This is an optimization exercise on Yosys and OpenROAD, whose aim is small area, a short achievable clock period and few clock cycles per item, not a production implementation.
The RTL was checked by simulation tests, not by an equivalence proof against the original design.
No activity file was given, so power comes from the tool's default toggle rates.

## tga_truecolor_rle_decoder_core
module tga_truecolor_rle_decoder_core (
  input  logic        clk,
  input  logic        rst,
  input  logic        byte_valid,
  output logic        byte_stall,
  input  logic [7:0]  data_byte,
  input  logic        start_of_file,
  output logic        result_valid,
  input  logic        result_stall,
  output logic [1:0]  result_kind,
  output logic [31:0] pixel_rgba,
  output logic [15:0] dest_row,
  output logic [15:0] dest_column,
  output logic [7:0]  run_length,
  output logic [15:0] image_width,
  output logic [15:0] image_height,
  output logic        image_done
);
Settings: LEC_CHECK=0, CAP_MARGIN=20, CORE_MARGIN=2, CORE_UTILIZATION=40, SETUP_SLACK_MARGIN=4.2, SLEW_MARGIN=20; clock period 7.5 ns.
standard.sh (not shown) runs the stock make flow with config.mk's settings and CLKGATE_MAP_FILE= SYNTH_SCRIPT=/design/flow/synth_recipe.tcl, a recipe that flattens the netlist after the stock synthesis.
==> flow/flow/run.sh <==
#!/bin/bash
# The standard layout, with plain buf_1 cells as the port buffers (the
# default picks a clkdlybuf4s50_1 delay cell for every port).  Repair still
# upsizes any port buffer that timing needs.
set -euo pipefail
export BUFFER_PORTS_ARGS="-buffer_cell sky130_fd_sc_hd__buf_1"
bash standard.sh > standard_flow.log 2>&1
The baseline passed the timing, design-rule and antenna checks.
Testbench counts at the start, summed over its fixed seeds: cycles 128,553, bytes 128,035.
==> next run, changes <==
--- a/flow/design.v
+++ b/flow/design.v
@@ -79,56 +79,64 @@
   logic        complete;
   logic        hdr_emit;
   logic        fire_raw, fire_run, fire;
   assign w_big    = (wid[15:7] != 9'd0);
   assign free     = !vld || !result_stall;
   assign byte_stall = result_stall || hold;
   assign accept   = byte_valid && !byte_stall;
   assign complete = (hpos[1:0] == (alpha ? 2'd3 : 2'd2));
   assign hdr_emit = accept && !start_of_file && (phase == PH_HDR) && (hpos == 5'd17);
   assign fire_raw = accept && !start_of_file && (phase == PH_PIX) && complete && !(rle && prun);
+  logic [15:0] wrow;         
   logic        wrow_zero, wrow_one;
   logic [7:0]  sub1;
   logic [8:0]  sub2;
   logic        take, take_next, iter;
-  assign wrow_zero = (prow == 16'd0);
-  assign wrow_one  = (prow == 16'd1);
+  assign wrow      = wk ? orow : prow;
+  assign wrow_zero = (wrow == 16'd0);
+  assign wrow_one  = (wrow == 16'd1);
   assign sub1      = {1'b0, ra} - {1'b0, wid[6:0]};
   assign sub2      = {2'b00, ra} - {1'b0, wid[6:0], 1'b0};
   assign iter      = busy && (wk || free);
   assign take      = iter && !w_big && !sub1[7] && !wrow_zero;
   assign take_next = take && !sub2[8] && !wrow_one;
   assign fire_run = pend && free && !(busy && (take || !iter));
   assign fire     = fire_raw || fire_run;
   logic        c_wrap;
   logic [6:0]  t_low;
   logic [16:0] s_add;
   logic [15:0] s_col;
   logic        f_done;
   logic [7:0]  want;
   logic [7:0]  len_done;
   logic [7:0]  f_len;
   logic [15:0] col_next;
   logic [15:0] row_one;      
   logic [15:0] row_fin;      
+  logic [7:0]  la, lb, lc, ls, lcy;
   always_comb begin
     c_wrap = !crem[7] && (ra >= crem[6:0]);
     t_low  = ra - crem[6:0];                      
     s_add  = {pcol, 1'b1} + {9'd0, cadd, 1'b1};   
     s_col  = s_add[16:1];
     col_next = cwrap ? {9'd0, cadd} : s_col;
     f_done = c_wrap && wrow_zero;
     want   = prun ? cnt : 8'd1;
-    len_done = want - {1'b0, t_low};             
+    la  = want;
+    lb  = crem;
+    lc  = ~{1'b0, ra};
+    ls  = la ^ lb ^ lc;
+    lcy = {(la[6:0] & lb[6:0]) | (la[6:0] & lc[6:0]) | (lb[6:0] & lc[6:0]), 1'b0};
+    len_done = ls + lcy + 8'd1;                  
     f_len  = f_done ? len_done : want;
   end
-  tgarle_row_div u_dec (.row_in (prow), .c (c_wrap), .dec_one (row_one), .dec_c (row_fin));
+  tgarle_row_div u_dec (.row_in (wrow), .c (c_wrap), .dec_one (row_one), .dec_c (row_fin));
   logic [15:0] crem_full;
   assign crem_full = wid + ~pcol;
   always_ff @(posedge clk) begin
     crem <= (crem_full[15:7] != 9'd0) ? 8'd128 : {1'b0, crem_full[6:0]};
   end
   logic set_pend;
   assign set_pend = accept && !start_of_file && (phase == PH_PIX) && complete && rle && prun;
   always_ff @(posedge clk) begin
     if (rst) begin
       phase <= PH_IDLE;
@@ -139,21 +147,20 @@
       vld   <= 1'b0;
     end else begin
       if (fire || hdr_emit) begin
         vld <= 1'b1;
       end else if (!result_stall) begin
         vld <= 1'b0;
       end
       hold <= (set_pend || (pend && !fire)) && take_next;
       if (take) begin
         ra   <= sub1[6:0];
-        prow <= row_one;
         wk   <= 1'b1;
       end else if (iter) begin
         busy <= 1'b0;
       end
       if (cpend && free) begin
         cpend <= 1'b0;
         pcol  <= col_next;
       end
       if (fire) begin
         pend  <= 1'b0;
@@ -262,25 +269,25 @@
     if (hdr_emit) begin
       hk    <= 1'b1;
       kind  <= badtype ? tgarle_pkg::KIND_BAD_TYPE :
                unsup   ? tgarle_pkg::KIND_UNSUPPORTED : tgarle_pkg::KIND_HEADER;
       orow  <= prow;
       olen  <= 8'd0;
       odone <= !badtype && !unsup && ((wid == 16'd0) || (prow == 16'd0));
     end else if (fire) begin
       hk    <= 1'b0;
       kind  <= tgarle_pkg::KIND_RUN;
-      if (!wk) orow <= prow;
+      orow  <= prow;
       olen  <= f_len;
       odone <= f_done;
-    end else if (take && !wk) begin
-      orow  <= prow;
+    end else if (take) begin
+      orow  <= row_one;
     end
   end
   assign result_valid = vld;
   assign result_kind  = kind;
   assign pixel_rgba   = rgba;
   assign dest_row     = hk ? 16'd0 : orow;
   assign dest_column  = pcol;
   assign run_length   = olen;
   assign image_width  = hk ? wid : 16'd0;
   assign image_height = hk ? orow : 16'd0;
Final cell count increases by 15%.
Wire length increases by 18%.
Flip-flop and latch count does not change.
Clock power increases by about 2%.
Global-route usage increases by 1.4 points.
Testbench counts after the change, summed over its fixed seeds: cycles 128,553, bytes 128,035.

[separate check: timing with driven ports]
No port has a modelled driver above. Below, the same layouts with a new extraction and two added sets of constraints.
Step 1, drivers: a clkbuf_16 drives clk and a buf_2 each remaining input, both assumed.
Step 2 moves the port delays by t, midway between the first and last clock arrival at a register: inputs arrive t later, outputs are due t later. That takes back most of the time a late clock gives input paths.
a / b / c = ideal / step 1 / step 2; a / b = the first two.
run | t, ns | setup slack, ns | hold slack, ns | worst register clock-pin slew, ns | pins driven straight from the clock port
the first run | 0.474 | 4.075 / 4.003 / 3.674 | 0.445 / 0.445 / 0.445 | 0.08 / 0.08 | 1
the second run | 0.477 | 4.102 / 4.052 / 3.765 | 0.460 / 0.460 / 0.460 | 0.07 / 0.07 | 1
After both steps setup and hold are still met in every run listed. The setup slack of the first run, which loses most, moves by -0.072 ns with the drivers and by -0.401 ns with both steps.
